Context: an optimization exercise on an open-source flow, tuned for small area. The choices shown serve that exercise and are no tape-out recipe.
In this exercise RTL edits were held to simulation tests only and were not proved equivalent to the original.
No activity file was given, so power comes from the tool's default toggle rates.

[flow/config.mk]
export PLATFORM = sky130hd
export DESIGN_NAME = systolic_array
export DESIGN_NICKNAME = systolic_array
export VERILOG_FILES = /design/flow/design.v
export SDC_FILE = /design/flow/constraint.sdc
export NUM_CORES = 4
export LEC_CHECK = 0
export CAP_MARGIN = 0
export CORE_MARGIN = 2
export CORE_UTILIZATION = 60
export GPL_TIMING_DRIVEN = 0
export SLEW_MARGIN = 0
export SYNTH_HIERARCHICAL = 1
[flow/constraint.sdc]
create_clock -name core_clock -period 5.4 [get_ports {clk_in}]
set_input_delay 1.0800 -clock core_clock [delete_from_list [all_inputs] [get_ports {clk_in}]]
set_output_delay 1.0800 -clock core_clock [all_outputs]
set_load 0.01 [all_outputs]
[flow/design.v]
package systolic_pkg;
    localparam int ACT_W    = 9;
    localparam int WEIGHT_W = 9;
    localparam int PSUM_W   = 20;
    localparam int SLOT_W   = 4;
    typedef logic signed [ACT_W-1:0] act_t;
    typedef logic signed [WEIGHT_W-1:0] weight_t;
    typedef logic signed [PSUM_W-1:0] psum_t;
    typedef logic [SLOT_W-1:0] slot_t;
    typedef struct packed {
        logic    en;
        slot_t   slot;
        weight_t value;
    } weight_wr_t;
endpackage
module row_mac (
    input  logic [8:0]  a0, a1, a2, a3,
    input  logic [8:0]  w0, w1, w2, w3,
    input  logic [19:0] p,
    output logic [5:0]  lo,
    output logic [19:6] cxn,
    output logic [18:6] cyn
);
    logic [19:0] pn;
    assign pn = ~p;
    logic t0, t1;
    fa u_t0 (.a(~(a0[0] & w0[0])), .b(~(a1[0] & w1[0])), .c(~(a2[0] & w2[0])), .s(t0), .co(t1));
    logic t2, t3;
    fa u_t2 (.a(~(a3[0] & w3[0])), .b(t0), .c(pn[0]), .s(t2), .co(t3));
    logic t4, t5;
    fa u_t4 (.a(~(a0[0] & w0[1])), .b(~(a0[1] & w0[0])), .c(~(a1[0] & w1[1])), .s(t4), .co(t5));
    logic t6, t7;
    fa u_t6 (.a(~(a1[1] & w1[0])), .b(~(a2[0] & w2[1])), .c(~(a2[1] & w2[0])), .s(t6), .co(t7));
    logic t8, t9;
    fa u_t8 (.a(~(a3[0] & w3[1])), .b(~(a3[1] & w3[0])), .c(t1), .s(t8), .co(t9));
    logic t10, t11;
    fa u_t10 (.a(t4), .b(t6), .c(pn[1]), .s(t10), .co(t11));
    logic t12, t13;
    fa u_t12 (.a(t8), .b(t3), .c(t10), .s(t12), .co(t13));
    logic t14, t15;
    fa u_t14 (.a(~(a0[0] & w0[2])), .b(~(a0[1] & w0[1])), .c(~(a0[2] & w0[0])), .s(t14), .co(t15));
    logic t16, t17;
    fa u_t16 (.a(~(a1[0] & w1[2])), .b(~(a1[1] & w1[1])), .c(~(a1[2] & w1[0])), .s(t16), .co(t17));
    logic t18, t19;
    fa u_t18 (.a(~(a2[0] & w2[2])), .b(~(a2[1] & w2[1])), .c(~(a2[2] & w2[0])), .s(t18), .co(t19));
    logic t20, t21;
    fa u_t20 (.a(~(a3[0] & w3[2])), .b(~(a3[1] & w3[1])), .c(~(a3[2] & w3[0])), .s(t20), .co(t21));
    logic t22, t23;
    fa u_t22 (.a(t5), .b(t7), .c(t14), .s(t22), .co(t23));
    logic t24, t25;
    fa u_t24 (.a(t16), .b(t18), .c(t20), .s(t24), .co(t25));
    logic t26, t27;
    fa u_t26 (.a(pn[2]), .b(t9), .c(t22), .s(t26), .co(t27));
    logic t28, t29;
    fa u_t28 (.a(t24), .b(t11), .c(t26), .s(t28), .co(t29));
    logic t30, t31;
    han u_t30 (.a(t13), .b(t28), .s(t30), .co(t31));
    logic t32, t33;
    fa u_t32 (.a(~(a0[0] & w0[3])), .b(~(a0[1] & w0[2])), .c(~(a0[2] & w0[1])), .s(t32), .co(t33));
    logic t34, t35;
    fa u_t34 (.a(~(a0[3] & w0[0])), .b(~(a1[0] & w1[3])), .c(~(a1[1] & w1[2])), .s(t34), .co(t35));
    logic t36, t37;
    fa u_t36 (.a(~(a1[2] & w1[1])), .b(~(a1[3] & w1[0])), .c(~(a2[0] & w2[3])), .s(t36), .co(t37));
    logic t38, t39;
    fa u_t38 (.a(~(a2[1] & w2[2])), .b(~(a2[2] & w2[1])), .c(~(a2[3] & w2[0])), .s(t38), .co(t39));
    logic t40, t41;
    fa u_t40 (.a(~(a3[0] & w3[3])), .b(~(a3[1] & w3[2])), .c(~(a3[2] & w3[1])), .s(t40), .co(t41));
    logic t42, t43;
    fa u_t42 (.a(~(a3[3] & w3[0])), .b(t15), .c(t17), .s(t42), .co(t43));
    logic t44, t45;
    fa u_t44 (.a(t19), .b(t21), .c(t32), .s(t44), .co(t45));
    logic t46, t47;
    fa u_t46 (.a(t34), .b(t36), .c(t38), .s(t46), .co(t47));
    logic t48, t49;
    fa u_t48 (.a(t40), .b(pn[3]), .c(t23), .s(t48), .co(t49));
    logic t50, t51;
    fa u_t50 (.a(t25), .b(t42), .c(t44), .s(t50), .co(t51));
    logic t52, t53;
    fa u_t52 (.a(t46), .b(t27), .c(t48), .s(t52), .co(t53));
    logic t54, t55;
    fa u_t54 (.a(t50), .b(t29), .c(t52), .s(t54), .co(t55));
    logic t56, t57;
    han u_t56 (.a(t31), .b(t54), .s(t56), .co(t57));
    logic t58, t59;
    fa u_t58 (.a(~(a0[0] & w0[4])), .b(~(a0[1] & w0[3])), .c(~(a0[2] & w0[2])), .s(t58), .co(t59));
    logic t60, t61;
    fa u_t60 (.a(~(a0[3] & w0[1])), .b(~(a0[4] & w0[0])), .c(~(a1[0] & w1[4])), .s(t60), .co(t61));
    logic t62, t63;
    fa u_t62 (.a(~(a1[1] & w1[3])), .b(~(a1[2] & w1[2])), .c(~(a1[3] & w1[1])), .s(t62), .co(t63));
    logic t64, t65;
    fa u_t64 (.a(~(a1[4] & w1[0])), .b(~(a2[0] & w2[4])), .c(~(a2[1] & w2[3])), .s(t64), .co(t65));
    logic t66, t67;
    fa u_t66 (.a(~(a2[2] & w2[2])), .b(~(a2[3] & w2[1])), .c(~(a2[4] & w2[0])), .s(t66), .co(t67));
    logic t68, t69;
    fa u_t68 (.a(~(a3[0] & w3[4])), .b(~(a3[1] & w3[3])), .c(~(a3[2] & w3[2])), .s(t68), .co(t69));
    logic t70, t71;
    fa u_t70 (.a(~(a3[3] & w3[1])), .b(~(a3[4] & w3[0])), .c(t33), .s(t70), .co(t71));
    logic t72, t73;
    fa u_t72 (.a(t35), .b(t37), .c(t39), .s(t72), .co(t73));
    logic t74, t75;
    fa u_t74 (.a(t41), .b(t58), .c(t60), .s(t74), .co(t75));
    logic t76, t77;
    fa u_t76 (.a(t62), .b(t64), .c(t66), .s(t76), .co(t77));
    logic t78, t79;
    fa u_t78 (.a(t68), .b(pn[4]), .c(t43), .s(t78), .co(t79));
    logic t80, t81;
    fa u_t80 (.a(t45), .b(t47), .c(t70), .s(t80), .co(t81));
    logic t82, t83;
    fa u_t82 (.a(t72), .b(t74), .c(t76), .s(t82), .co(t83));
    logic t84, t85;
    fa u_t84 (.a(t49), .b(t78), .c(t51), .s(t84), .co(t85));
    logic t86, t87;
    fa u_t86 (.a(t80), .b(t82), .c(t53), .s(t86), .co(t87));
    logic t88, t89;
    fa u_t88 (.a(t84), .b(t55), .c(t86), .s(t88), .co(t89));
    logic t90, t91;
    han u_t90 (.a(t57), .b(t88), .s(t90), .co(t91));
    logic t92, t93;
    fa u_t92 (.a(~(a0[0] & w0[5])), .b(~(a0[1] & w0[4])), .c(~(a0[2] & w0[3])), .s(t92), .co(t93));
    logic t94, t95;
    fa u_t94 (.a(~(a0[3] & w0[2])), .b(~(a0[4] & w0[1])), .c(~(a0[5] & w0[0])), .s(t94), .co(t95));
    logic t96, t97;
    fa u_t96 (.a(~(a1[0] & w1[5])), .b(~(a1[1] & w1[4])), .c(~(a1[2] & w1[3])), .s(t96), .co(t97));
    logic t98, t99;
    fa u_t98 (.a(~(a1[3] & w1[2])), .b(~(a1[4] & w1[1])), .c(~(a1[5] & w1[0])), .s(t98), .co(t99));
    logic t100, t101;
    fa u_t100 (.a(~(a2[0] & w2[5])), .b(~(a2[1] & w2[4])), .c(~(a2[2] & w2[3])), .s(t100), .co(t101));
    logic t102, t103;
    fa u_t102 (.a(~(a2[3] & w2[2])), .b(~(a2[4] & w2[1])), .c(~(a2[5] & w2[0])), .s(t102), .co(t103));
    logic t104, t105;
    fa u_t104 (.a(~(a3[0] & w3[5])), .b(~(a3[1] & w3[4])), .c(~(a3[2] & w3[3])), .s(t104), .co(t105));
    logic t106, t107;
    fa u_t106 (.a(~(a3[3] & w3[2])), .b(~(a3[4] & w3[1])), .c(~(a3[5] & w3[0])), .s(t106), .co(t107));
    logic t108, t109;
    fa u_t108 (.a(t59), .b(t61), .c(t63), .s(t108), .co(t109));
    logic t110, t111;
    fa u_t110 (.a(t65), .b(t67), .c(t69), .s(t110), .co(t111));
    logic t112, t113;
    fa u_t112 (.a(t92), .b(t94), .c(t96), .s(t112), .co(t113));
    logic t114, t115;
    fa u_t114 (.a(t98), .b(t100), .c(t102), .s(t114), .co(t115));
    logic t116, t117;
    fa u_t116 (.a(t104), .b(t106), .c(pn[5]), .s(t116), .co(t117));
    logic t118, t119;
    fa u_t118 (.a(t71), .b(t73), .c(t75), .s(t118), .co(t119));
    logic t120, t121;
    fa u_t120 (.a(t77), .b(t108), .c(t110), .s(t120), .co(t121));
    logic t122, t123;
    fa u_t122 (.a(t112), .b(t114), .c(t79), .s(t122), .co(t123));
    logic t124, t125;
    fa u_t124 (.a(t116), .b(t81), .c(t83), .s(t124), .co(t125));
    logic t126, t127;
    fa u_t126 (.a(t118), .b(t120), .c(t122), .s(t126), .co(t127));
    logic t128, t129;
    fa u_t128 (.a(t85), .b(t124), .c(t87), .s(t128), .co(t129));
    logic t130, t131;
    fa u_t130 (.a(t126), .b(t89), .c(t128), .s(t130), .co(t131));
    logic t132, t133;
    han u_t132 (.a(t91), .b(t130), .s(t132), .co(t133));
    logic t134, t135;
    fa u_t134 (.a(~(a0[0] & w0[6])), .b(~(a0[1] & w0[5])), .c(~(a0[2] & w0[4])), .s(t134), .co(t135));
    logic t136, t137;
    fa u_t136 (.a(~(a0[3] & w0[3])), .b(~(a0[4] & w0[2])), .c(~(a0[5] & w0[1])), .s(t136), .co(t137));
    logic t138, t139;
    fa u_t138 (.a(~(a0[6] & w0[0])), .b(~(a1[0] & w1[6])), .c(~(a1[1] & w1[5])), .s(t138), .co(t139));
    logic t140, t141;
    fa u_t140 (.a(~(a1[2] & w1[4])), .b(~(a1[3] & w1[3])), .c(~(a1[4] & w1[2])), .s(t140), .co(t141));
    logic t142, t143;
    fa u_t142 (.a(~(a1[5] & w1[1])), .b(~(a1[6] & w1[0])), .c(~(a2[0] & w2[6])), .s(t142), .co(t143));
    logic t144, t145;
    fa u_t144 (.a(~(a2[1] & w2[5])), .b(~(a2[2] & w2[4])), .c(~(a2[3] & w2[3])), .s(t144), .co(t145));
    logic t146, t147;
    fa u_t146 (.a(~(a2[4] & w2[2])), .b(~(a2[5] & w2[1])), .c(~(a2[6] & w2[0])), .s(t146), .co(t147));
    logic t148, t149;
    fa u_t148 (.a(~(a3[0] & w3[6])), .b(~(a3[1] & w3[5])), .c(~(a3[2] & w3[4])), .s(t148), .co(t149));
    logic t150, t151;
    fa u_t150 (.a(~(a3[3] & w3[3])), .b(~(a3[4] & w3[2])), .c(~(a3[5] & w3[1])), .s(t150), .co(t151));
    logic t152, t153;
    fa u_t152 (.a(~(a3[6] & w3[0])), .b(t93), .c(t95), .s(t152), .co(t153));
    logic t154, t155;
    fa u_t154 (.a(t97), .b(t99), .c(t101), .s(t154), .co(t155));
    logic t156, t157;
    fa u_t156 (.a(t103), .b(t105), .c(t107), .s(t156), .co(t157));
    logic t158, t159;
    fa u_t158 (.a(t134), .b(t136), .c(t138), .s(t158), .co(t159));
    logic t160, t161;
    fa u_t160 (.a(t140), .b(t142), .c(t144), .s(t160), .co(t161));
    logic t162, t163;
    fa u_t162 (.a(t146), .b(t148), .c(t150), .s(t162), .co(t163));
    logic t164, t165;
    fa u_t164 (.a(pn[6]), .b(t109), .c(t111), .s(t164), .co(t165));
    logic t166, t167;
    fa u_t166 (.a(t113), .b(t115), .c(t152), .s(t166), .co(t167));
    logic t168, t169;
    fa u_t168 (.a(t154), .b(t156), .c(t158), .s(t168), .co(t169));
    logic t170, t171;
    fa u_t170 (.a(t160), .b(t162), .c(t117), .s(t170), .co(t171));
    logic t172, t173;
    fa u_t172 (.a(t119), .b(t121), .c(t164), .s(t172), .co(t173));
    logic t174, t175;
    fa u_t174 (.a(t166), .b(t168), .c(t123), .s(t174), .co(t175));
    logic t176, t177;
    fa u_t176 (.a(t170), .b(t125), .c(t172), .s(t176), .co(t177));
    logic t178, t179;
    fa u_t178 (.a(t127), .b(t174), .c(t176), .s(t178), .co(t179));
    logic t180, t181;
    fa u_t180 (.a(t129), .b(t178), .c(t131), .s(t180), .co(t181));
    logic t182, t183;
    fa u_t182 (.a(~(a0[0] & w0[7])), .b(~(a0[1] & w0[6])), .c(~(a0[2] & w0[5])), .s(t182), .co(t183));
    logic t184, t185;
    fa u_t184 (.a(~(a0[3] & w0[4])), .b(~(a0[4] & w0[3])), .c(~(a0[5] & w0[2])), .s(t184), .co(t185));
    logic t186, t187;
    fa u_t186 (.a(~(a0[6] & w0[1])), .b(~(a0[7] & w0[0])), .c(~(a1[0] & w1[7])), .s(t186), .co(t187));
    logic t188, t189;
    fa u_t188 (.a(~(a1[1] & w1[6])), .b(~(a1[2] & w1[5])), .c(~(a1[3] & w1[4])), .s(t188), .co(t189));
    logic t190, t191;
    fa u_t190 (.a(~(a1[4] & w1[3])), .b(~(a1[5] & w1[2])), .c(~(a1[6] & w1[1])), .s(t190), .co(t191));
    logic t192, t193;
    fa u_t192 (.a(~(a1[7] & w1[0])), .b(~(a2[0] & w2[7])), .c(~(a2[1] & w2[6])), .s(t192), .co(t193));
    logic t194, t195;
    fa u_t194 (.a(~(a2[2] & w2[5])), .b(~(a2[3] & w2[4])), .c(~(a2[4] & w2[3])), .s(t194), .co(t195));
    logic t196, t197;
    fa u_t196 (.a(~(a2[5] & w2[2])), .b(~(a2[6] & w2[1])), .c(~(a2[7] & w2[0])), .s(t196), .co(t197));
    logic t198, t199;
    fa u_t198 (.a(~(a3[0] & w3[7])), .b(~(a3[1] & w3[6])), .c(~(a3[2] & w3[5])), .s(t198), .co(t199));
    logic t200, t201;
    fa u_t200 (.a(~(a3[3] & w3[4])), .b(~(a3[4] & w3[3])), .c(~(a3[5] & w3[2])), .s(t200), .co(t201));
    logic t202, t203;
    fa u_t202 (.a(~(a3[6] & w3[1])), .b(~(a3[7] & w3[0])), .c(t135), .s(t202), .co(t203));
    logic t204, t205;
    fa u_t204 (.a(t137), .b(t139), .c(t141), .s(t204), .co(t205));
    logic t206, t207;
    fa u_t206 (.a(t143), .b(t145), .c(t147), .s(t206), .co(t207));
    logic t208, t209;
    fa u_t208 (.a(t149), .b(t151), .c(t182), .s(t208), .co(t209));
    logic t210, t211;
    fa u_t210 (.a(t184), .b(t186), .c(t188), .s(t210), .co(t211));
    logic t212, t213;
    fa u_t212 (.a(t190), .b(t192), .c(t194), .s(t212), .co(t213));
    logic t214, t215;
    fa u_t214 (.a(t196), .b(t198), .c(t200), .s(t214), .co(t215));
    logic t216, t217;
    fa u_t216 (.a(pn[7]), .b(t153), .c(t155), .s(t216), .co(t217));
    logic t218, t219;
    fa u_t218 (.a(t157), .b(t159), .c(t161), .s(t218), .co(t219));
    logic t220, t221;
    fa u_t220 (.a(t163), .b(t202), .c(t204), .s(t220), .co(t221));
    logic t222, t223;
    fa u_t222 (.a(t206), .b(t208), .c(t210), .s(t222), .co(t223));
    logic t224, t225;
    fa u_t224 (.a(t212), .b(t214), .c(t165), .s(t224), .co(t225));
    logic t226, t227;
    fa u_t226 (.a(t167), .b(t216), .c(t169), .s(t226), .co(t227));
    logic t228, t229;
    fa u_t228 (.a(t218), .b(t220), .c(t222), .s(t228), .co(t229));
    logic t230, t231;
    fa u_t230 (.a(t171), .b(t173), .c(t224), .s(t230), .co(t231));
    logic t232, t233;
    fa u_t232 (.a(t226), .b(t228), .c(t175), .s(t232), .co(t233));
    logic t234, t235;
    fa u_t234 (.a(t177), .b(t230), .c(t232), .s(t234), .co(t235));
    logic t236, t237;
    han u_t236 (.a(t179), .b(t234), .s(t236), .co(t237));
    logic t238, t239;
    fa u_t238 (.a((a0[0] & w0[8])), .b(~(a0[1] & w0[7])), .c(~(a0[2] & w0[6])), .s(t238), .co(t239));
    logic t240, t241;
    fa u_t240 (.a(~(a0[3] & w0[5])), .b(~(a0[4] & w0[4])), .c(~(a0[5] & w0[3])), .s(t240), .co(t241));
    logic t242, t243;
    fa u_t242 (.a(~(a0[6] & w0[2])), .b(~(a0[7] & w0[1])), .c((a0[8] & w0[0])), .s(t242), .co(t243));
    logic t244, t245;
    fa u_t244 (.a((a1[0] & w1[8])), .b(~(a1[1] & w1[7])), .c(~(a1[2] & w1[6])), .s(t244), .co(t245));
    logic t246, t247;
    fa u_t246 (.a(~(a1[3] & w1[5])), .b(~(a1[4] & w1[4])), .c(~(a1[5] & w1[3])), .s(t246), .co(t247));
    logic t248, t249;
    fa u_t248 (.a(~(a1[6] & w1[2])), .b(~(a1[7] & w1[1])), .c((a1[8] & w1[0])), .s(t248), .co(t249));
    logic t250, t251;
    fa u_t250 (.a((a2[0] & w2[8])), .b(~(a2[1] & w2[7])), .c(~(a2[2] & w2[6])), .s(t250), .co(t251));
    logic t252, t253;
    fa u_t252 (.a(~(a2[3] & w2[5])), .b(~(a2[4] & w2[4])), .c(~(a2[5] & w2[3])), .s(t252), .co(t253));
    logic t254, t255;
    fa u_t254 (.a(~(a2[6] & w2[2])), .b(~(a2[7] & w2[1])), .c((a2[8] & w2[0])), .s(t254), .co(t255));
    logic t256, t257;
    fa u_t256 (.a((a3[0] & w3[8])), .b(~(a3[1] & w3[7])), .c(~(a3[2] & w3[6])), .s(t256), .co(t257));
    logic t258, t259;
    fa u_t258 (.a(~(a3[3] & w3[5])), .b(~(a3[4] & w3[4])), .c(~(a3[5] & w3[3])), .s(t258), .co(t259));
    logic t260, t261;
    fa u_t260 (.a(~(a3[6] & w3[2])), .b(~(a3[7] & w3[1])), .c((a3[8] & w3[0])), .s(t260), .co(t261));
    logic t262, t263;
    fa u_t262 (.a(t183), .b(t185), .c(t187), .s(t262), .co(t263));
    logic t264, t265;
    fa u_t264 (.a(t189), .b(t191), .c(t193), .s(t264), .co(t265));
    logic t266, t267;
    fa u_t266 (.a(t195), .b(t197), .c(t199), .s(t266), .co(t267));
    logic t268, t269;
    fa u_t268 (.a(t201), .b(t238), .c(t240), .s(t268), .co(t269));
    logic t270, t271;
    fa u_t270 (.a(t242), .b(t244), .c(t246), .s(t270), .co(t271));
    logic t272, t273;
    fa u_t272 (.a(t248), .b(t250), .c(t252), .s(t272), .co(t273));
    logic t274, t275;
    fa u_t274 (.a(t254), .b(t256), .c(t258), .s(t274), .co(t275));
    logic t276, t277;
    fa u_t276 (.a(t260), .b(pn[8]), .c(t203), .s(t276), .co(t277));
    logic t278, t279;
    fa u_t278 (.a(t205), .b(t207), .c(t209), .s(t278), .co(t279));
    logic t280, t281;
    fa u_t280 (.a(t211), .b(t213), .c(t215), .s(t280), .co(t281));
    logic t282, t283;
    fa u_t282 (.a(t262), .b(t264), .c(t266), .s(t282), .co(t283));
    logic t284, t285;
    fa u_t284 (.a(t268), .b(t270), .c(t272), .s(t284), .co(t285));
    logic t286, t287;
    fa u_t286 (.a(t274), .b(t217), .c(t219), .s(t286), .co(t287));
    logic t288, t289;
    fa u_t288 (.a(t221), .b(t276), .c(t223), .s(t288), .co(t289));
    logic t290, t291;
    fa u_t290 (.a(t278), .b(t280), .c(t282), .s(t290), .co(t291));
    logic t292, t293;
    fa u_t292 (.a(t284), .b(t225), .c(t227), .s(t292), .co(t293));
    logic t294, t295;
    fa u_t294 (.a(t286), .b(t229), .c(t288), .s(t294), .co(t295));
    logic t296, t297;
    fa u_t296 (.a(t290), .b(t231), .c(t292), .s(t296), .co(t297));
    logic t298, t299;
    fa u_t298 (.a(t294), .b(t233), .c(t296), .s(t298), .co(t299));
    logic t300, t301;
    han u_t300 (.a(t235), .b(t298), .s(t300), .co(t301));
    logic t302, t303;
    fa u_t302 (.a((a0[1] & w0[8])), .b(~(a0[2] & w0[7])), .c(~(a0[3] & w0[6])), .s(t302), .co(t303));
    logic t304, t305;
    fa u_t304 (.a(~(a0[4] & w0[5])), .b(~(a0[5] & w0[4])), .c(~(a0[6] & w0[3])), .s(t304), .co(t305));
    logic t306, t307;
    fa u_t306 (.a(~(a0[7] & w0[2])), .b((a0[8] & w0[1])), .c((a1[1] & w1[8])), .s(t306), .co(t307));
    logic t308, t309;
    fa u_t308 (.a(~(a1[2] & w1[7])), .b(~(a1[3] & w1[6])), .c(~(a1[4] & w1[5])), .s(t308), .co(t309));
    logic t310, t311;
    fa u_t310 (.a(~(a1[5] & w1[4])), .b(~(a1[6] & w1[3])), .c(~(a1[7] & w1[2])), .s(t310), .co(t311));
    logic t312, t313;
    fa u_t312 (.a((a1[8] & w1[1])), .b((a2[1] & w2[8])), .c(~(a2[2] & w2[7])), .s(t312), .co(t313));
    logic t314, t315;
    fa u_t314 (.a(~(a2[3] & w2[6])), .b(~(a2[4] & w2[5])), .c(~(a2[5] & w2[4])), .s(t314), .co(t315));
    logic t316, t317;
    fa u_t316 (.a(~(a2[6] & w2[3])), .b(~(a2[7] & w2[2])), .c((a2[8] & w2[1])), .s(t316), .co(t317));
    logic t318, t319;
    fa u_t318 (.a((a3[1] & w3[8])), .b(~(a3[2] & w3[7])), .c(~(a3[3] & w3[6])), .s(t318), .co(t319));
    logic t320, t321;
    fa u_t320 (.a(~(a3[4] & w3[5])), .b(~(a3[5] & w3[4])), .c(~(a3[6] & w3[3])), .s(t320), .co(t321));
    logic t322, t323;
    fa u_t322 (.a(~(a3[7] & w3[2])), .b((a3[8] & w3[1])), .c(t239), .s(t322), .co(t323));
    logic t324, t325;
    fa u_t324 (.a(t241), .b(t243), .c(t245), .s(t324), .co(t325));
    logic t326, t327;
    fa u_t326 (.a(t247), .b(t249), .c(t251), .s(t326), .co(t327));
    logic t328, t329;
    fa u_t328 (.a(t253), .b(t255), .c(t257), .s(t328), .co(t329));
    logic t330, t331;
    fa u_t330 (.a(t259), .b(t261), .c(t302), .s(t330), .co(t331));
    logic t332, t333;
    fa u_t332 (.a(t304), .b(t306), .c(t308), .s(t332), .co(t333));
    logic t334, t335;
    fa u_t334 (.a(t310), .b(t312), .c(t314), .s(t334), .co(t335));
    logic t336, t337;
    fa u_t336 (.a(t316), .b(t318), .c(t320), .s(t336), .co(t337));
    logic t338, t339;
    fa u_t338 (.a(pn[9]), .b(t263), .c(t265), .s(t338), .co(t339));
    logic t340, t341;
    fa u_t340 (.a(t267), .b(t269), .c(t271), .s(t340), .co(t341));
    logic t342, t343;
    fa u_t342 (.a(t273), .b(t275), .c(t322), .s(t342), .co(t343));
    logic t344, t345;
    fa u_t344 (.a(t324), .b(t326), .c(t328), .s(t344), .co(t345));
    logic t346, t347;
    fa u_t346 (.a(t330), .b(t332), .c(t334), .s(t346), .co(t347));
    logic t348, t349;
    fa u_t348 (.a(t336), .b(t277), .c(t279), .s(t348), .co(t349));
    logic t350, t351;
    fa u_t350 (.a(t281), .b(t283), .c(t338), .s(t350), .co(t351));
    logic t352, t353;
    fa u_t352 (.a(t285), .b(t340), .c(t342), .s(t352), .co(t353));
    logic t354, t355;
    fa u_t354 (.a(t344), .b(t346), .c(t287), .s(t354), .co(t355));
    logic t356, t357;
    fa u_t356 (.a(t289), .b(t291), .c(t348), .s(t356), .co(t357));
    logic t358, t359;
    fa u_t358 (.a(t350), .b(t352), .c(t293), .s(t358), .co(t359));
    logic t360, t361;
    fa u_t360 (.a(t354), .b(t295), .c(t356), .s(t360), .co(t361));
    logic t362, t363;
    fa u_t362 (.a(t297), .b(t358), .c(t360), .s(t362), .co(t363));
    logic t364, t365;
    han u_t364 (.a(t299), .b(t362), .s(t364), .co(t365));
    logic t366, t367;
    fa u_t366 (.a((a0[2] & w0[8])), .b(~(a0[3] & w0[7])), .c(~(a0[4] & w0[6])), .s(t366), .co(t367));
    logic t368, t369;
    fa u_t368 (.a(~(a0[5] & w0[5])), .b(~(a0[6] & w0[4])), .c(~(a0[7] & w0[3])), .s(t368), .co(t369));
    logic t370, t371;
    fa u_t370 (.a((a0[8] & w0[2])), .b((a1[2] & w1[8])), .c(~(a1[3] & w1[7])), .s(t370), .co(t371));
    logic t372, t373;
    fa u_t372 (.a(~(a1[4] & w1[6])), .b(~(a1[5] & w1[5])), .c(~(a1[6] & w1[4])), .s(t372), .co(t373));
    logic t374, t375;
    fa u_t374 (.a(~(a1[7] & w1[3])), .b((a1[8] & w1[2])), .c((a2[2] & w2[8])), .s(t374), .co(t375));
    logic t376, t377;
    fa u_t376 (.a(~(a2[3] & w2[7])), .b(~(a2[4] & w2[6])), .c(~(a2[5] & w2[5])), .s(t376), .co(t377));
    logic t378, t379;
    fa u_t378 (.a(~(a2[6] & w2[4])), .b(~(a2[7] & w2[3])), .c((a2[8] & w2[2])), .s(t378), .co(t379));
    logic t380, t381;
    fa u_t380 (.a((a3[2] & w3[8])), .b(~(a3[3] & w3[7])), .c(~(a3[4] & w3[6])), .s(t380), .co(t381));
    logic t382, t383;
    fa u_t382 (.a(~(a3[5] & w3[5])), .b(~(a3[6] & w3[4])), .c(~(a3[7] & w3[3])), .s(t382), .co(t383));
    logic t384, t385;
    fa u_t384 (.a((a3[8] & w3[2])), .b(t303), .c(t305), .s(t384), .co(t385));
    logic t386, t387;
    fa u_t386 (.a(t307), .b(t309), .c(t311), .s(t386), .co(t387));
    logic t388, t389;
    fa u_t388 (.a(t313), .b(t315), .c(t317), .s(t388), .co(t389));
    logic t390, t391;
    fa u_t390 (.a(t319), .b(t321), .c(t366), .s(t390), .co(t391));
    logic t392, t393;
    fa u_t392 (.a(t368), .b(t370), .c(t372), .s(t392), .co(t393));
    logic t394, t395;
    fa u_t394 (.a(t374), .b(t376), .c(t378), .s(t394), .co(t395));
    logic t396, t397;
    fa u_t396 (.a(t380), .b(t382), .c(pn[10]), .s(t396), .co(t397));
    logic t398, t399;
    fa u_t398 (.a(t323), .b(t325), .c(t327), .s(t398), .co(t399));
    logic t400, t401;
    fa u_t400 (.a(t329), .b(t331), .c(t333), .s(t400), .co(t401));
    logic t402, t403;
    fa u_t402 (.a(t335), .b(t337), .c(t384), .s(t402), .co(t403));
    logic t404, t405;
    fa u_t404 (.a(t386), .b(t388), .c(t390), .s(t404), .co(t405));
    logic t406, t407;
    fa u_t406 (.a(t392), .b(t394), .c(t339), .s(t406), .co(t407));
    logic t408, t409;
    fa u_t408 (.a(t396), .b(t341), .c(t343), .s(t408), .co(t409));
    logic t410, t411;
    fa u_t410 (.a(t345), .b(t398), .c(t347), .s(t410), .co(t411));
    logic t412, t413;
    fa u_t412 (.a(t400), .b(t402), .c(t404), .s(t412), .co(t413));
    logic t414, t415;
    fa u_t414 (.a(t349), .b(t351), .c(t406), .s(t414), .co(t415));
    logic t416, t417;
    fa u_t416 (.a(t353), .b(t408), .c(t410), .s(t416), .co(t417));
    logic t418, t419;
    fa u_t418 (.a(t412), .b(t355), .c(t357), .s(t418), .co(t419));
    logic t420, t421;
    fa u_t420 (.a(t414), .b(t416), .c(t359), .s(t420), .co(t421));
    logic t422, t423;
    fa u_t422 (.a(t361), .b(t418), .c(t420), .s(t422), .co(t423));
    logic t424, t425;
    han u_t424 (.a(t363), .b(t365), .s(t424), .co(t425));
    logic t426, t427;
    ha u_t426 (.a((a0[3] & w0[8])), .b(~(a0[4] & w0[7])), .s(t426), .co(t427));
    logic t428, t429;
    fa u_t428 (.a(~(a0[5] & w0[6])), .b(~(a0[6] & w0[5])), .c(~(a0[7] & w0[4])), .s(t428), .co(t429));
    logic t430, t431;
    fa u_t430 (.a((a0[8] & w0[3])), .b((a1[3] & w1[8])), .c(~(a1[4] & w1[7])), .s(t430), .co(t431));
    logic t432, t433;
    fa u_t432 (.a(~(a1[5] & w1[6])), .b(~(a1[6] & w1[5])), .c(~(a1[7] & w1[4])), .s(t432), .co(t433));
    logic t434, t435;
    fa u_t434 (.a((a1[8] & w1[3])), .b((a2[3] & w2[8])), .c(~(a2[4] & w2[7])), .s(t434), .co(t435));
    logic t436, t437;
    fa u_t436 (.a(~(a2[5] & w2[6])), .b(~(a2[6] & w2[5])), .c(~(a2[7] & w2[4])), .s(t436), .co(t437));
    logic t438, t439;
    fa u_t438 (.a((a2[8] & w2[3])), .b((a3[3] & w3[8])), .c(~(a3[4] & w3[7])), .s(t438), .co(t439));
    logic t440, t441;
    fa u_t440 (.a(~(a3[5] & w3[6])), .b(~(a3[6] & w3[5])), .c(~(a3[7] & w3[4])), .s(t440), .co(t441));
    logic t442, t443;
    fa u_t442 (.a((a3[8] & w3[3])), .b(t367), .c(t369), .s(t442), .co(t443));
    logic t444, t445;
    fa u_t444 (.a(t371), .b(t373), .c(t375), .s(t444), .co(t445));
    logic t446, t447;
    fa u_t446 (.a(t377), .b(t379), .c(t381), .s(t446), .co(t447));
    logic t448, t449;
    fa u_t448 (.a(t383), .b(t426), .c(t428), .s(t448), .co(t449));
    logic t450, t451;
    fa u_t450 (.a(t430), .b(t432), .c(t434), .s(t450), .co(t451));
    logic t452, t453;
    fa u_t452 (.a(t436), .b(t438), .c(t440), .s(t452), .co(t453));
    logic t454, t455;
    fa u_t454 (.a(pn[11]), .b(t385), .c(t387), .s(t454), .co(t455));
    logic t456, t457;
    fa u_t456 (.a(t389), .b(t391), .c(t393), .s(t456), .co(t457));
    logic t458, t459;
    fa u_t458 (.a(t395), .b(t442), .c(t444), .s(t458), .co(t459));
    logic t460, t461;
    fa u_t460 (.a(t446), .b(t448), .c(t450), .s(t460), .co(t461));
    logic t462, t463;
    fa u_t462 (.a(t452), .b(t397), .c(t399), .s(t462), .co(t463));
    logic t464, t465;
    fa u_t464 (.a(t401), .b(t403), .c(t454), .s(t464), .co(t465));
    logic t466, t467;
    fa u_t466 (.a(t405), .b(t456), .c(t458), .s(t466), .co(t467));
    logic t468, t469;
    fa u_t468 (.a(t460), .b(t407), .c(t409), .s(t468), .co(t469));
    logic t470, t471;
    fa u_t470 (.a(t462), .b(t411), .c(t464), .s(t470), .co(t471));
    logic t472, t473;
    fa u_t472 (.a(t413), .b(t466), .c(t415), .s(t472), .co(t473));
    logic t474, t475;
    fa u_t474 (.a(t468), .b(t417), .c(t470), .s(t474), .co(t475));
    logic t476, t477;
    fa u_t476 (.a(t419), .b(t472), .c(t474), .s(t476), .co(t477));
    logic t478, t479;
    fa u_t478 (.a(t421), .b(t476), .c(t423), .s(t478), .co(t479));
    logic t480, t481;
    fa u_t480 (.a((a0[4] & w0[8])), .b(~(a0[5] & w0[7])), .c(~(a0[6] & w0[6])), .s(t480), .co(t481));
    logic t482, t483;
    fa u_t482 (.a(~(a0[7] & w0[5])), .b((a0[8] & w0[4])), .c((a1[4] & w1[8])), .s(t482), .co(t483));
    logic t484, t485;
    fa u_t484 (.a(~(a1[5] & w1[7])), .b(~(a1[6] & w1[6])), .c(~(a1[7] & w1[5])), .s(t484), .co(t485));
    logic t486, t487;
    fa u_t486 (.a((a1[8] & w1[4])), .b((a2[4] & w2[8])), .c(~(a2[5] & w2[7])), .s(t486), .co(t487));
    logic t488, t489;
    fa u_t488 (.a(~(a2[6] & w2[6])), .b(~(a2[7] & w2[5])), .c((a2[8] & w2[4])), .s(t488), .co(t489));
    logic t490, t491;
    fa u_t490 (.a((a3[4] & w3[8])), .b(~(a3[5] & w3[7])), .c(~(a3[6] & w3[6])), .s(t490), .co(t491));
    logic t492, t493;
    fa u_t492 (.a(~(a3[7] & w3[5])), .b((a3[8] & w3[4])), .c(t427), .s(t492), .co(t493));
    logic t494, t495;
    fa u_t494 (.a(t429), .b(t431), .c(t433), .s(t494), .co(t495));
    logic t496, t497;
    fa u_t496 (.a(t435), .b(t437), .c(t439), .s(t496), .co(t497));
    logic t498, t499;
    fa u_t498 (.a(t441), .b(t480), .c(t482), .s(t498), .co(t499));
    logic t500, t501;
    fa u_t500 (.a(t484), .b(t486), .c(t488), .s(t500), .co(t501));
    logic t502, t503;
    fa u_t502 (.a(t490), .b(pn[12]), .c(t443), .s(t502), .co(t503));
    logic t504, t505;
    fa u_t504 (.a(t445), .b(t447), .c(t449), .s(t504), .co(t505));
    logic t506, t507;
    fa u_t506 (.a(t451), .b(t453), .c(t492), .s(t506), .co(t507));
    logic t508, t509;
    fa u_t508 (.a(t494), .b(t496), .c(t498), .s(t508), .co(t509));
    logic t510, t511;
    fa u_t510 (.a(t500), .b(t455), .c(t457), .s(t510), .co(t511));
    logic t512, t513;
    fa u_t512 (.a(t459), .b(t502), .c(t461), .s(t512), .co(t513));
    logic t514, t515;
    fa u_t514 (.a(t504), .b(t506), .c(t508), .s(t514), .co(t515));
    logic t516, t517;
    fa u_t516 (.a(t463), .b(t465), .c(t467), .s(t516), .co(t517));
    logic t518, t519;
    fa u_t518 (.a(t510), .b(t512), .c(t514), .s(t518), .co(t519));
    logic t520, t521;
    fa u_t520 (.a(t469), .b(t471), .c(t516), .s(t520), .co(t521));
    logic t522, t523;
    fa u_t522 (.a(t518), .b(t473), .c(t475), .s(t522), .co(t523));
    logic t524, t525;
    fa u_t524 (.a(t520), .b(t477), .c(t522), .s(t524), .co(t525));
    logic t526, t527;
    fa u_t526 (.a((a0[5] & w0[8])), .b(~(a0[6] & w0[7])), .c(~(a0[7] & w0[6])), .s(t526), .co(t527));
    logic t528, t529;
    fa u_t528 (.a((a0[8] & w0[5])), .b((a1[5] & w1[8])), .c(~(a1[6] & w1[7])), .s(t528), .co(t529));
    logic t530, t531;
    fa u_t530 (.a(~(a1[7] & w1[6])), .b((a1[8] & w1[5])), .c((a2[5] & w2[8])), .s(t530), .co(t531));
    logic t532, t533;
    fa u_t532 (.a(~(a2[6] & w2[7])), .b(~(a2[7] & w2[6])), .c((a2[8] & w2[5])), .s(t532), .co(t533));
    logic t534, t535;
    fa u_t534 (.a((a3[5] & w3[8])), .b(~(a3[6] & w3[7])), .c(~(a3[7] & w3[6])), .s(t534), .co(t535));
    logic t536, t537;
    fa u_t536 (.a((a3[8] & w3[5])), .b(t481), .c(t483), .s(t536), .co(t537));
    logic t538, t539;
    fa u_t538 (.a(t485), .b(t487), .c(t489), .s(t538), .co(t539));
    logic t540, t541;
    fa u_t540 (.a(t491), .b(t526), .c(t528), .s(t540), .co(t541));
    logic t542, t543;
    fa u_t542 (.a(t530), .b(t532), .c(t534), .s(t542), .co(t543));
    logic t544, t545;
    fa u_t544 (.a(pn[13]), .b(t493), .c(t495), .s(t544), .co(t545));
    logic t546, t547;
    fa u_t546 (.a(t497), .b(t499), .c(t501), .s(t546), .co(t547));
    logic t548, t549;
    fa u_t548 (.a(t536), .b(t538), .c(t540), .s(t548), .co(t549));
    logic t550, t551;
    fa u_t550 (.a(t542), .b(t503), .c(t505), .s(t550), .co(t551));
    logic t552, t553;
    fa u_t552 (.a(t507), .b(t544), .c(t509), .s(t552), .co(t553));
    logic t554, t555;
    fa u_t554 (.a(t546), .b(t548), .c(t511), .s(t554), .co(t555));
    logic t556, t557;
    fa u_t556 (.a(t513), .b(t550), .c(t515), .s(t556), .co(t557));
    logic t558, t559;
    fa u_t558 (.a(t552), .b(t517), .c(t554), .s(t558), .co(t559));
    logic t560, t561;
    fa u_t560 (.a(t519), .b(t556), .c(t521), .s(t560), .co(t561));
    logic t562, t563;
    fa u_t562 (.a(t558), .b(t523), .c(t560), .s(t562), .co(t563));
    logic t564, t565;
    fa u_t564 (.a((a0[6] & w0[8])), .b(~(a0[7] & w0[7])), .c((a0[8] & w0[6])), .s(t564), .co(t565));
    logic t566, t567;
    fa u_t566 (.a((a1[6] & w1[8])), .b(~(a1[7] & w1[7])), .c((a1[8] & w1[6])), .s(t566), .co(t567));
    logic t568, t569;
    fa u_t568 (.a((a2[6] & w2[8])), .b(~(a2[7] & w2[7])), .c((a2[8] & w2[6])), .s(t568), .co(t569));
    logic t570, t571;
    fa u_t570 (.a((a3[6] & w3[8])), .b(~(a3[7] & w3[7])), .c((a3[8] & w3[6])), .s(t570), .co(t571));
    logic t572, t573;
    fa u_t572 (.a(t527), .b(t529), .c(t531), .s(t572), .co(t573));
    logic t574, t575;
    fa u_t574 (.a(t533), .b(t535), .c(t564), .s(t574), .co(t575));
    logic t576, t577;
    fa u_t576 (.a(t566), .b(t568), .c(t570), .s(t576), .co(t577));
    logic t578, t579;
    fa u_t578 (.a(pn[14]), .b(t537), .c(t539), .s(t578), .co(t579));
    logic t580, t581;
    fa u_t580 (.a(t541), .b(t543), .c(t572), .s(t580), .co(t581));
    logic t582, t583;
    fa u_t582 (.a(t574), .b(t576), .c(t545), .s(t582), .co(t583));
    logic t584, t585;
    fa u_t584 (.a(t547), .b(t578), .c(t549), .s(t584), .co(t585));
    logic t586, t587;
    fa u_t586 (.a(t580), .b(t551), .c(t582), .s(t586), .co(t587));
    logic t588, t589;
    fa u_t588 (.a(t553), .b(t584), .c(t555), .s(t588), .co(t589));
    logic t590, t591;
    fa u_t590 (.a(t586), .b(t557), .c(t559), .s(t590), .co(t591));
    logic t592, t593;
    fa u_t592 (.a(t588), .b(t561), .c(t590), .s(t592), .co(t593));
    logic t594, t595;
    fa u_t594 (.a((a0[7] & w0[8])), .b((a0[8] & w0[7])), .c((a1[7] & w1[8])), .s(t594), .co(t595));
    logic t596, t597;
    fa u_t596 (.a((a1[8] & w1[7])), .b((a2[7] & w2[8])), .c((a2[8] & w2[7])), .s(t596), .co(t597));
    logic t598, t599;
    fa u_t598 (.a((a3[7] & w3[8])), .b((a3[8] & w3[7])), .c(t565), .s(t598), .co(t599));
    logic t600, t601;
    fa u_t600 (.a(t567), .b(t569), .c(t571), .s(t600), .co(t601));
    logic t602, t603;
    fa u_t602 (.a(t594), .b(t596), .c(pn[15]), .s(t602), .co(t603));
    logic t604, t605;
    fa u_t604 (.a(t573), .b(t575), .c(t577), .s(t604), .co(t605));
    logic t606, t607;
    fa u_t606 (.a(t598), .b(t600), .c(t579), .s(t606), .co(t607));
    logic t608, t609;
    fa u_t608 (.a(t602), .b(t581), .c(t604), .s(t608), .co(t609));
    logic t610, t611;
    fa u_t610 (.a(t583), .b(t606), .c(t585), .s(t610), .co(t611));
    logic t612, t613;
    fa u_t612 (.a(t608), .b(t587), .c(t610), .s(t612), .co(t613));
    logic t614, t615;
    fa u_t614 (.a(t589), .b(t612), .c(t591), .s(t614), .co(t615));
    logic t616, t617;
    fa u_t616 (.a(~(a0[8] & w0[8])), .b(~(a1[8] & w1[8])), .c(~(a2[8] & w2[8])), .s(t616), .co(t617));
    logic t618, t619;
    fa u_t618 (.a(~(a3[8] & w3[8])), .b(t595), .c(t597), .s(t618), .co(t619));
    logic t620, t621;
    fa u_t620 (.a(t616), .b(pn[16]), .c(t599), .s(t620), .co(t621));
    logic t622, t623;
    fa u_t622 (.a(t601), .b(t618), .c(t603), .s(t622), .co(t623));
    logic t624, t625;
    fa u_t624 (.a(t605), .b(t620), .c(t607), .s(t624), .co(t625));
    logic t626, t627;
    fa u_t626 (.a(t622), .b(t609), .c(t624), .s(t626), .co(t627));
    logic t628, t629;
    fa u_t628 (.a(t611), .b(t626), .c(t613), .s(t628), .co(t629));
    logic t630, t631;
    fa u_t630 (.a(t617), .b(pn[17]), .c(t619), .s(t630), .co(t631));
    logic t632, t633;
    fa u_t632 (.a(t621), .b(t630), .c(t623), .s(t632), .co(t633));
    logic t634, t635;
    fa u_t634 (.a(t625), .b(t632), .c(t627), .s(t634), .co(t635));
    logic t636, t637;
    fa u_t636 (.a(pn[18]), .b(t631), .c(t633), .s(t636), .co(t637));
    assign lo[0] = ~t2;
    assign lo[1] = ~t12;
    assign lo[2] = ~t30;
    assign lo[3] = ~t56;
    assign lo[4] = ~t90;
    assign lo[5] = ~t132;
    assign cxn[6] = t133;
    assign cyn[6] = t180;
    assign cxn[7] = t236;
    assign cyn[7] = t181;
    assign cxn[8] = t237;
    assign cyn[8] = t300;
    assign cxn[9] = t301;
    assign cyn[9] = t364;
    assign cxn[10] = t422;
    assign cyn[10] = t424;
    assign cxn[11] = t425;
    assign cyn[11] = t478;
    assign cxn[12] = t524;
    assign cyn[12] = t479;
    assign cxn[13] = t525;
    assign cyn[13] = t562;
    assign cxn[14] = t563;
    assign cyn[14] = t592;
    assign cxn[15] = t593;
    assign cyn[15] = t614;
    assign cxn[16] = t628;
    assign cyn[16] = t615;
    assign cxn[17] = t634;
    assign cyn[17] = t629;
    assign cxn[18] = t636;
    assign cyn[18] = t635;
    assign cxn[19] = (1'b0 ^ pn[19] ^ t637);
endmodule
module fa (
    input  logic a, b, c,
    output logic s, co
);
    assign s  = a ^ b ^ c;
    assign co = (a & b) | (a & c) | (b & c);
endmodule
module ha (
    input  logic a, b,
    output logic s, co
);
    assign s  = a ^ b;
    assign co = a & b;
endmodule
module han (
    input  logic a, b,
    output logic s, co
);
    xnor_g u_s  (.a(a), .b(b), .y(s));
    or_g   u_co (.a(a), .b(b), .y(co));
endmodule
module xnor_g (
    input  logic a, b,
    output logic y
);
    assign y = ~(a ^ b);
endmodule
module or_g (
    input  logic a, b,
    output logic y
);
    assign y = a | b;
endmodule
module out_add (
    input  logic [19:6] xn,
    input  logic [18:6] yn,
    output logic [19:6] s
);
    logic [18:6] g, p;
    logic [19:6] c;
    out_pg    u_pg  (.x (xn[18:6]), .y (yn), .g (g), .p (p));
    out_carry u_cy  (.g (g), .p (p), .c (c));
    out_sum   u_sum (.x (xn), .p (p), .c (c), .s (s));
endmodule
module out_pg (
    input  logic [18:6] x, y,
    output logic [18:6] g, p
);
    assign g = x & y;
    assign p = x ^ y;
endmodule
module out_carry (
    input  logic [18:6] g, p,
    output logic [19:6] c
);
    assign c[6] = 1'b1;
    for (genvar i = 6; i < 19; i++) begin : g_c
        if (1 && (i - 6) % 2 == 1) begin : g_skip
            logic gg, pp;
            ao21_g u_g (.a (p[i]), .b (g[i-1]), .c (g[i]), .y (gg));
            and_g  u_p (.a (p[i]), .b (p[i-1]), .y (pp));
            ao21_g u_c (.a (pp), .b (c[i-1]), .c (gg), .y (c[i+1]));
        end else begin : g_one
            ao21_g u_c (.a (p[i]), .b (c[i]), .c (g[i]), .y (c[i+1]));
        end
    end
endmodule
module ao21_g (
    input  logic a, b, c,
    output logic y
);
    assign y = (a & b) | c;
endmodule
module and_g (
    input  logic a, b,
    output logic y
);
    assign y = a & b;
endmodule
module out_sum (
    input  logic [19:6] x,
    input  logic [18:6] p,
    input  logic [19:6] c,
    output logic [19:6] s
);
    assign s[18:6] = ~(p ^ c[18:6]);
    assign s[19] = x[19] ^ c[19];
endmodule
module systolic_array
(
    input  logic                      clk_in,
    input  logic                      rst_in,
    input  logic                      load_weight_in,
    input  systolic_pkg::weight_t     weight_in,
    input  systolic_pkg::act_t  [3:0] act_col_in,
    input  systolic_pkg::psum_t [3:0] psum_row_in,
    output systolic_pkg::psum_t [3:0] psum_row_out,
    output systolic_pkg::act_t  [3:0] act_col_out
);
    localparam int SPLIT = 6;
    logic [3:0] slot_cnt;
    always_ff @(posedge clk_in or negedge rst_in) begin
        if (!rst_in)              slot_cnt <= '0;
        else if (!load_weight_in) slot_cnt <= '0;
        else                      slot_cnt <= slot_cnt + 4'd1;
    end
    logic                  wen1, wen2, wen3;
    logic [3:0]            wslot1;      
    logic [1:0]            wrow2, wrow3;
    logic                  wcol2;       
    systolic_pkg::weight_t wval1, wval2, wval3;
    always_ff @(posedge clk_in or negedge rst_in) begin
        if (!rst_in) begin
            wen1 <= 1'b0;
            wen2 <= 1'b0;
            wen3 <= 1'b0;
        end else begin
            wen1 <= load_weight_in & (slot_cnt[1:0] != 2'd3);
            wen2 <= wen1 & (wslot1[1:0] != 2'd2);
            wen3 <= wen2 & ~wcol2;
        end
    end
    always_ff @(posedge clk_in) begin
        wslot1 <= slot_cnt;
        wrow2  <= wslot1[3:2];
        wcol2  <= wslot1[0];
        wrow3  <= wrow2;
        wval1  <= weight_in;
        wval2  <= wval1;
        wval3  <= wval2;
    end
    systolic_pkg::weight_t wbank [4][4];
    for (genvar r = 0; r < 4; r++) begin : g_wr
        localparam logic [1:0] ROW = r;
        always_ff @(posedge clk_in or negedge rst_in) begin
            if (!rst_in) begin
                for (int c = 0; c < 4; c++) wbank[r][c] <= '0;
            end else begin
                if (load_weight_in && slot_cnt == {ROW, 2'd3}) wbank[r][3] <= weight_in;
                if (wen1 && wslot1 == {ROW, 2'd2})             wbank[r][2] <= wval1;
                if (wen2 && wcol2 && wrow2 == ROW)         wbank[r][1] <= wval2;
                if (wen3 && wrow3 == ROW)                  wbank[r][0] <= wval3;
            end
        end
    end
    systolic_pkg::act_t act_d [7][4];
    for (genvar c = 0; c < 4; c++) begin : g_act
        localparam int DEPTH = (c == 0) ? 7 : (c == 1) ? 6 : 5;
        always_ff @(posedge clk_in or negedge rst_in) begin
            if (!rst_in) begin
                for (int d = 0; d < DEPTH; d++) act_d[d][c] <= '0;
            end else begin
                act_d[0][c] <= act_col_in[c];
                for (int d = 1; d < DEPTH; d++) act_d[d][c] <= act_d[d-1][c];
            end
        end
        assign act_col_out[c] = act_d[4][c];
    end
    for (genvar r = 0; r < 4; r++) begin : g_row
        logic [SPLIT-1:0]  lo, lo_q;
        logic [19:SPLIT]   cxn, cxn_q;
        logic [18:SPLIT]   cyn, cyn_q;
        row_mac u_mac (
            .a0 (act_d[3+r][0]), .a1 (act_d[2+r][1]), .a2 (act_d[1+r][2]), .a3 (act_d[r][3]),
            .w0 (wbank[r][0]),   .w1 (wbank[r][1]),   .w2 (wbank[r][2]),   .w3 (wbank[r][3]),
            .p  (psum_row_in[r]),
            .lo (lo), .cxn (cxn), .cyn (cyn)
        );
        always_ff @(posedge clk_in or negedge rst_in) begin
            if (!rst_in) begin
                lo_q  <= '0;
                cxn_q <= '1;
                cyn_q <= '1;
            end else begin
                lo_q  <= lo;
                cxn_q <= cxn;
                cyn_q <= cyn;
            end
        end
        out_add u_add (.xn (cxn_q), .yn (cyn_q), .s (psum_row_out[r][19:SPLIT]));
        assign psum_row_out[r][SPLIT-1:0] = lo_q;
    end
endmodule
[flow/flow/run.sh]
#!/bin/bash
# Layout flow: the standard ORFS flow (standard.sh, standard synthesis
# unchanged) with layout-only changes:
#  - the buffers synthesis left are removed at floorplan (REMOVE_ABC_BUFFERS),
#    and global placement is not timing-driven; timing is repaired after CTS
#    as in the standard flow;
#  - the port buffers that placement inserts use the smallest buffer cell
#    (every input and output port still gets its own buffer);
#  - clock tree synthesis inserts no dummy loads and clusters up to 20 sinks.
# make's full output goes to standard.log in the work folder; ORFS keeps each
# tool's own log under orfs/logs/.
set -euo pipefail
bash standard.sh \
    "REMOVE_ABC_BUFFERS=1" \
    "BUFFER_PORTS_ARGS=-buffer_cell sky130_fd_sc_hd__buf_1" \
    "CTS_ARGS=-sink_clustering_enable -repair_clock_nets -dont_use_dummy_load -sink_clustering_size 20 -sink_clustering_max_diameter 100" \
    finish > standard.log 2>&1
[flow/standard.sh]
#!/bin/bash
# synth_recipe.tcl (not shown) runs the flow's synth.tcl, then flattens the netlist and writes it again
# the make line also repeats each setting of config.mk as NAME=value (left out here)
make -C /OpenROAD-flow-scripts/flow DESIGN_CONFIG=/design/flow/config.mk WORK_HOME=/design/flow/orfs CLKGATE_MAP_FILE= SYNTH_SCRIPT=/design/flow/synth_recipe.tcl "${@:-finish}"
==> results of run 1 <==
[layout make-up]
cell class	instances	area (um^2)	share of cell area (%)
multi-input cells	3003	34750	67.14
flip-flops and latches	526	13120	25.35
well taps	1144	1431	2.766
repair buffers	256	1174	2.268
clock buffers	36	900.9	1.741
inverters	100	375.4	0.7252
diodes	2	5.005	0.009670
[modules after synthesis (local to each module, per instance), a selection]
module	times used	area, um^2
systolic_array	1	15110
xnor_g	32	8.758
row_mac	4	2395
ha	4	12.51
out_sum	4	122.6
ao21_g	76	7.507
and_g	24	6.256
fa	1240	20.02
out_pg	4	162.7
or_g	32	6.256
out_carry	4	11.26
[layout by cell type (no fill, tap or decap), drive strengths merged]
| master | n |
|---|---|
| buf | 256 |
| inv | 100 |
| nand3 | 2 |
| mux2 | 144 |
| diode | 2 |
| conb | 12 |
| nor2b | 4 |
| dfrtp | 382 |
| clkbuf | 36 |
| and4b | 1 |
| nor3b | 1 |
| dfstp | 108 |
| nand2 | 1043 |
| nand4b | 4 |
| or2 | 32 |
| a21o | 76 |
| nor3 | 2 |
| dfxtp | 36 |
| and2b | 2 |
| and4bb | 1 |
| ha | 57 |
| xnor2 | 89 |
| nand4 | 3 |
| and2 | 283 |
| nand3b | 2 |
| xor2 | 5 |
| fa | 1240 |
[sequential cells by signal, summed over array words and instances (netlist names), 2 cells and up]
signal / cells
act_d: 207
g_row.cxn_q: 56
g_row.cyn_q: 52
g_row.lo_q: 24
slot_cnt: 4
wbank: 144
wrow2: 2
wrow3: 2
wslot1: 4
wval1: 9
wval2: 9
wval3: 9
[worst max-delay path, stage by stage, from the launching register on]
cell	delay [ns]
dfrtp_1	0.90
nand2_1	0.17
fa_1	0.51
fa_1	0.44
fa_1	0.47
fa_1	0.48
fa_1	0.39
fa_1	0.41
fa_1	0.46
fa_1	0.40
fa_1	0.50
[stage by stage]
| step | worst slack (ns) | hold slack [ns] | TNS [ns] | total power, uW |
|---|---|---|---|---|
| finish | 0.1557 | 0.3163 | 0 | 36780 |
| floorplan | 0.8025 | 0.3312 | 0 | 26840 |
| global placement | -20.89 | 0.3321 | -9388.29 | 34210 |
| detailed placement | 0.04611 | 0.3347 | 0 | 34390 |
| global route | 0.08173 | 0.3322 | 0 | 41200 |
| CTS | 0.005669 | 0.3244 | 0 | 37510 |
[layer usage]
layer | up-vias | track usage (%) | wire length, um
met5 | - | 0 | 37
met3 | 409 | 7.737 | 14090
li1 | 11720 | - | -
met1 | 16410 | 48.16 | 56490
met4 | 6 | 13.35 | 6361
met2 | 1874 | 56.21 | 71370
[where the power goes]
| part | switching (uW) | internal (uW) |
|---|---|---|
| combinational | 14000 | 13100 |
| sequential | 1250 | 5800 |
| clock | 1370 | 1180 |
| total | 16700 | 20100 |
[cells by family after synthesis]
logic type	after synthesis	synth area share (%)
adders and majority gates	1297	49.16
DFF	526	25.25
AOI/OAI and AO/OA	76	1.098
muxes	144	3.186
buffers and inverters	471	7.926
other	4	0.02889
and+or+nand+nor	1380	11.77
xor gates and xnor gates	94	1.585
[worst paths after layout]
path	to	slack, ns	cells after the start
max	g_row[1].cyn_q[11]	0.16	10
min	act_d[6][1]	0.32	0
max reg2reg	g_row[1].cyn_q[11]	0.16	10
min reg2reg	act_d[6][1]	0.32	0
max in group asynchronous	g_row[1].cyn_q[6]	3.59	5
min in group asynchronous	g_row[2].lo_q[2]	0.39	1
==> notes.md, run 1 <==
outcome=complete, no violations; Critical Path RT=5.92 ns; Synth async-reset ratio=93.16%; die area=88960 um^2; Num CTS Buffers=36; drt pass-1 iters=6; cts hold-fix bufs=0; Final Hold Viols=0; Final ANT Viol Nets=0; vias in the first global route=35550; dpl cell area=50850 um^2; Worst Max-Slew Pin Slew=0.8735 ns; post-synth cell types=30; post-route cell area=51760 um^2; later-pin clock latency in the skew report=0.63 ns; Post-CTS Resized=0; most frequent cell after synthesis=fa_1; Tot GR Track Use=35.28%; Final Net Count=5348; clk_skew=0.07845 ns; synthesis-to-finish area growth=-0.3734%; ranking of synthesized cells by area=fa_1 (48%), dfrtp_1 (18%), nand2_1 (7.5%); Period Utilization, post-route=97.12%; Worst-path clk slew=0.08 ns; crit path kind=reg -> reg; FF-to-FF Start=act_d[16][4]; clock sink count=526; Avg Cell Area, Syn=13.01 um^2; die height=298.3 um; row count=107; root buf cell=clkbuf_16; startpoint types=flop; Post-synth EDFFs=0; Final Max Slew Viols=0; H-Tree Depth=2; routed wire length=148400 um; post-DR wirelength/cell=29.28 um; unrepaired setup endpoints after global routing=no; synth cell count leaders=fa_1 (1240), nand2_1 (1042), dfrtp_1 (382), and2_1 (283), buf_6 (257); postcts setup bufs=0; die width=298.3 um; DRT iter0 DRCs=2692; Critical Path Source=act_d[16][4]; Synth Instances=3992; hold crit path type=reg -> reg; total gr overflow=0; Worst Hold Launch=act_d[2][1]; final core occ=60.50%; Worst Setup End Kind=flop; sequential fraction of the synthesis area=25.25%; vias=30410; Syn. warnings=11; synthesized cell area=51950 um^2; peak supply drop=1.581 mV; Cells after DPL=5029; synthesized flop and latch total=526; HPWL Detailed=116400 um; TritonCTS clock tree=yes; IO Count=244; Pwr Density=710.6 nW/um^2; layout cell share with drive strength beyond 1=8.059%; crit path DAT=5.76 ns; DRC viols=0; core area=85550 um^2; via-per-instance ratio=6.002; fin crit period=5.244 ns; largest net degree at the start of global routing=46; P_leak=0.01765 uW; achievable clock frequency=190.7 MHz; Placer Congestion=0.9341; Finished Layout Cells=5067; # port buffers=243; Worst slew margin=41.51%; Max Cap Viol=0; Initial Utilization=60.73%; initial antenna violation count=8; final-layout fill cell count=6751; post-synth top area share=47.78%; CTS max path bufs=3; largest area contributor in the netlist=fa_1; Top FF cell, synth=dfrtp_1; CP max FO=11; Setup Viol. Count Final=0; first-pass GRT wire length=227100 um
==> inputs of run 2 (changes only) <==
--- a/flow/flow/run.sh
+++ b/flow/flow/run.sh
@@ -7,5 +7,6 @@
 #  - the port buffers that placement inserts use the smallest buffer cell
 #    (every input and output port still gets its own buffer);
-#  - clock tree synthesis inserts no dummy loads and clusters up to 20 sinks.
+#  - clock tree synthesis inserts no dummy loads, uses clkbuf_8 and clusters
+#    up to 16 sinks within 80 um.
 # make's full output goes to standard.log in the work folder; ORFS keeps each
 # tool's own log under orfs/logs/.
@@ -14,4 +15,4 @@
     "REMOVE_ABC_BUFFERS=1" \
     "BUFFER_PORTS_ARGS=-buffer_cell sky130_fd_sc_hd__buf_1" \
-    "CTS_ARGS=-sink_clustering_enable -repair_clock_nets -dont_use_dummy_load -sink_clustering_size 20 -sink_clustering_max_diameter 100" \
+    "CTS_ARGS=-sink_clustering_enable -repair_clock_nets -dont_use_dummy_load -buf_list sky130_fd_sc_hd__clkbuf_8 -sink_clustering_size 16 -sink_clustering_max_diameter 80" \
     finish > standard.log 2>&1
--- a/flow/config.mk
+++ b/flow/config.mk
@@ -8,5 +8,5 @@
 export CAP_MARGIN = 0
 export CORE_MARGIN = 2
-export CORE_UTILIZATION = 60
+export CORE_UTILIZATION = 70
 export GPL_TIMING_DRIVEN = 0
 export SLEW_MARGIN = 0
==> notes.md, run 2 <==
Cells after DPL=4844; area of the multi-input gates=34750 um^2; sequential power share=19.5%; IO Count=244; # port buffers=243; synth cell count leaders=fa_1 (1240), nand2_1 (1042), dfrtp_1 (382), and2_1 (283), buf_6 (257); routed wire length=141600 um; Synth async-reset ratio=93.16%; unrepaired setup endpoints after global routing=no; crit path kind=reg -> reg; WP buf/inv=0; largest reg by FF count=act_d; core area=73210 um^2; DP Worst Slack=0.2000 ns; synthesized cell area=51950 um^2; root buf cell=clkbuf_8; Pwr Density=702.1 nW/um^2; vias=31080; internal power=19610 uW; post-route cell area=51230 um^2; post-synth top area share=47.78%; slowest cell delay on critical path=0.91 ns; largest family of logic cells by synthesized area=adder cells; die height=276.4 um; setup ws final=0.1229 ns; simple-gate portion of the synthesized area=11.77%; postcts setup bufs=0; vias in the first global route=36340; cts hold-fix bufs=0; H-Tree Depth=2; critical-path cell list=nand2_1 -> fa_1 -> fa_1 -> fa_1 -> fa_1 -> fa_1 -> fa_1 -> fa_1 -> fa_1 -> fa_1; clk_skew=0.06127 ns; HPWL Detailed=112400 um; largest net degree at the start of global routing=46; most frequent cells in the layout=fa_1 (1240), nand2_1 (1042), dfrtp_1 (382), and2_1 (283), buf_1 (242); Worst-path clk slew=0.09 ns; outcome=complete, no violations; post-DR wirelength/cell=28.95 um; Tot GR Track Use=39.27%; Max Cap Viol=0; kind of cell adding the most delay to the critical path=adder cells; layout cell share with drive strength beyond 1=8.195%; via-per-instance ratio=6.354; P_leak=0.01752 uW; Reg area=13120 um^2; Synth Instances=3992; CTS max path bufs=3; Setup TNS Final=0 ns; dpl cell area=50620 um^2; hold crit path type=reg -> reg; final-layout fill cell count=5110; Final ANT Viol Nets=0; initial antenna violation count=7; die area=76410 um^2; fin crit period=5.277 ns; Gate power share=74.9%; peak supply drop=1.756 mV; Syn. warnings=11; clock sink count=526; Placer Congestion=0.9708; Worst path slowest cell=dfrtp_1; cell mode on critical path=fa_1; Final Max Slew Viols=0; Initial Utilization=70.97%; Worst slew margin=38.67%; Finished Layout Cells=4891; Final Hold Viols=0; largest area contributor in the netlist=fa_1; Setup Viol. Count Final=0; DRT iter0 DRCs=2987; Post-CTS Resized=0; part of the power in the clock network=5.5%; Final Net Count=5356; crit path DAT=5.87 ns; multiplexer share of the synthesized area=3.186%; synthesis-to-finish area growth=-1.387%; Critical Path RT=5.99 ns; Post-synth EDFFs=0; flip-flop count of the largest register after layout=207; achievable clock frequency=189.5 MHz; row count=99; Regs by FF count=act_d: 207 flops, wbank: 144 flops, g_row.cxn_q: 56 flops; Worst Setup End Kind=flop; P_sw=16360 uW; startpoint types=flop; die width=276.4 um; sequential fraction of the synthesis area=25.25%; TritonCTS clock tree=yes; synthesized flop and latch total=526; compound-cell area share of the yosys netlist=1.098%; Avg Cell Area, Syn=13.01 um^2; drt pass-1 iters=6; DRC viols=0; post-synth cell types=30; sw frac=45.47%; CP max FO=11; total gr overflow=0; first-pass GRT wire length=219400 um; later-pin clock latency in the skew report=0.70 ns; XOR/XNOR Fraction of Synth Area=1.585%; commonest non-fill, non-tap cell in the layout=fa_1; Worst Max-Slew Pin Slew=0.9199 ns; Num CTS Buffers=44; adder-cell area share of the yosys netlist=49.16%; Hold WS=0.3357 ns; most frequent cell after synthesis=fa_1; Top FF cell, synth=dfrtp_1; ranking of synthesized cells by area=fa_1 (48%), dfrtp_1 (18%), nand2_1 (7.5%); Period Utilization, post-route=97.72%
==> run 2: cell counts after synthesis <==
Identical to the previous run, type by type.
==> run 2: per-module statistics from Yosys (local to each module, per instance), excerpt <==
| module | area [um^2] | flops+latches | cells inside |
|---|---|---|---|
| systolic_array | 15110 | 526 | 708 |
| ao21_g | 7.507 | 0 | 1 |
| or_g | 6.256 | 0 | 1 |
| fa | 20.02 | 0 | 1 |
| out_pg | 162.7 | 0 | 13 |
| xnor_g | 8.758 | 0 | 1 |
| out_carry | 11.26 | 0 | 2 |
| out_sum | 122.6 | 0 | 14 |
| row_mac | 2395 | 0 | 440 |
| and_g | 6.256 | 0 | 1 |
| ha | 12.51 | 0 | 1 |
==> run 2: kinds of logic after synthesis <==
group | count (synthesis)
buffers and inverters | 471
adder cells (fa/ha/maj) | 1297
other | 4
AO/OA/AOI/OAI | 76
multiplexers | 144
XOR/XNOR | 94
flip-flops | 526
AND/OR/NAND/NOR | 1380
==> run 2: stage by stage <==
stage | utilization, % | total power (uW)
after global placement | 68.78 | 33690
after global routing | 69.97 | 40180
after floorplan | - | 26840
after CTS | 69.97 | 36610
final | 69.98 | 35970
after detailed placement | 69.14 | 34230
==> run 2: worst paths after layout <==
check / from / to / slack, ns / cells after the start
setup / recovery: act_d[16][1] / g_row[1].cyn_q[11] / 0.12 / 10
hold / removal: act_d[2][5] / act_d[6][5] / 0.34 / 0
setup reg to reg: act_d[16][1] / g_row[1].cyn_q[11] / 0.12 / 10
hold reg to reg: act_d[2][5] / act_d[6][5] / 0.34 / 0
max in group asynchronous: rst_in / g_row[0].cxn_q[7] / 3.53 / 6
min in group asynchronous: rst_in / g_row[2].cyn_q[10] / 0.51 / 1
==> run 2: layout make-up <==
class                   count  share of cell area (%)
multi-input cells        3003                   67.83
flip-flops and latches    526                   25.61
well taps                 959                   2.342
repair buffers            256                   2.291
clock buffers              44                   1.182
inverters                 100                  0.7327
diodes                      3                 0.01465
==> run 2: power groups by stage <==
stage / Combinational (uW) / Sequential (uW) / Clock [uW]
floorplan: 20400 / 6410 / 0
global placement: 26700 / 7000 / 0
detailed placement: 27200 / 7010 / 0
CTS: 27600 / 6930 / 2070
global route: 31000 / 7010 / 2210
finish: 27000 / 7020 / 1990
==> run 2: metal layers <==
metal	part of all wire [%]	global-route usage (%)
met2	48	62.67
met4	6.2	18.66
met5	0	0.06254
met1	35	51.47
met3	11	9.802

## afterwards: timing with drivers on the ports
Ports are ideal in the flow. The routed layouts listed here were re-timed in OpenROAD. Step 1, drivers: a clkbuf_16 drives clk_in and a buf_2 each remaining input, both assumed. Step 2 times the ports against the registers' clock, not the clock port: input delays grow and output delays shrink by t, the midpoint of the rising clock arrivals with the driver on. Slacks: ideal / step 1 / step 2; pairs: ideal / step 1.
run	shift t [ns]	setup slack, ns	clock arrival spread, ns	slew at the worst register clock pin (ns)	pins driven straight from the clock port
run 1	0.658	0.156 / 0.156 / 0.156	0.080 / 0.080	0.09 / 0.09	1
run 2	0.734	0.123 / 0.123 / 0.123	0.062 / 0.062	0.10 / 0.10	1
After both steps setup and hold are still met in every run listed.
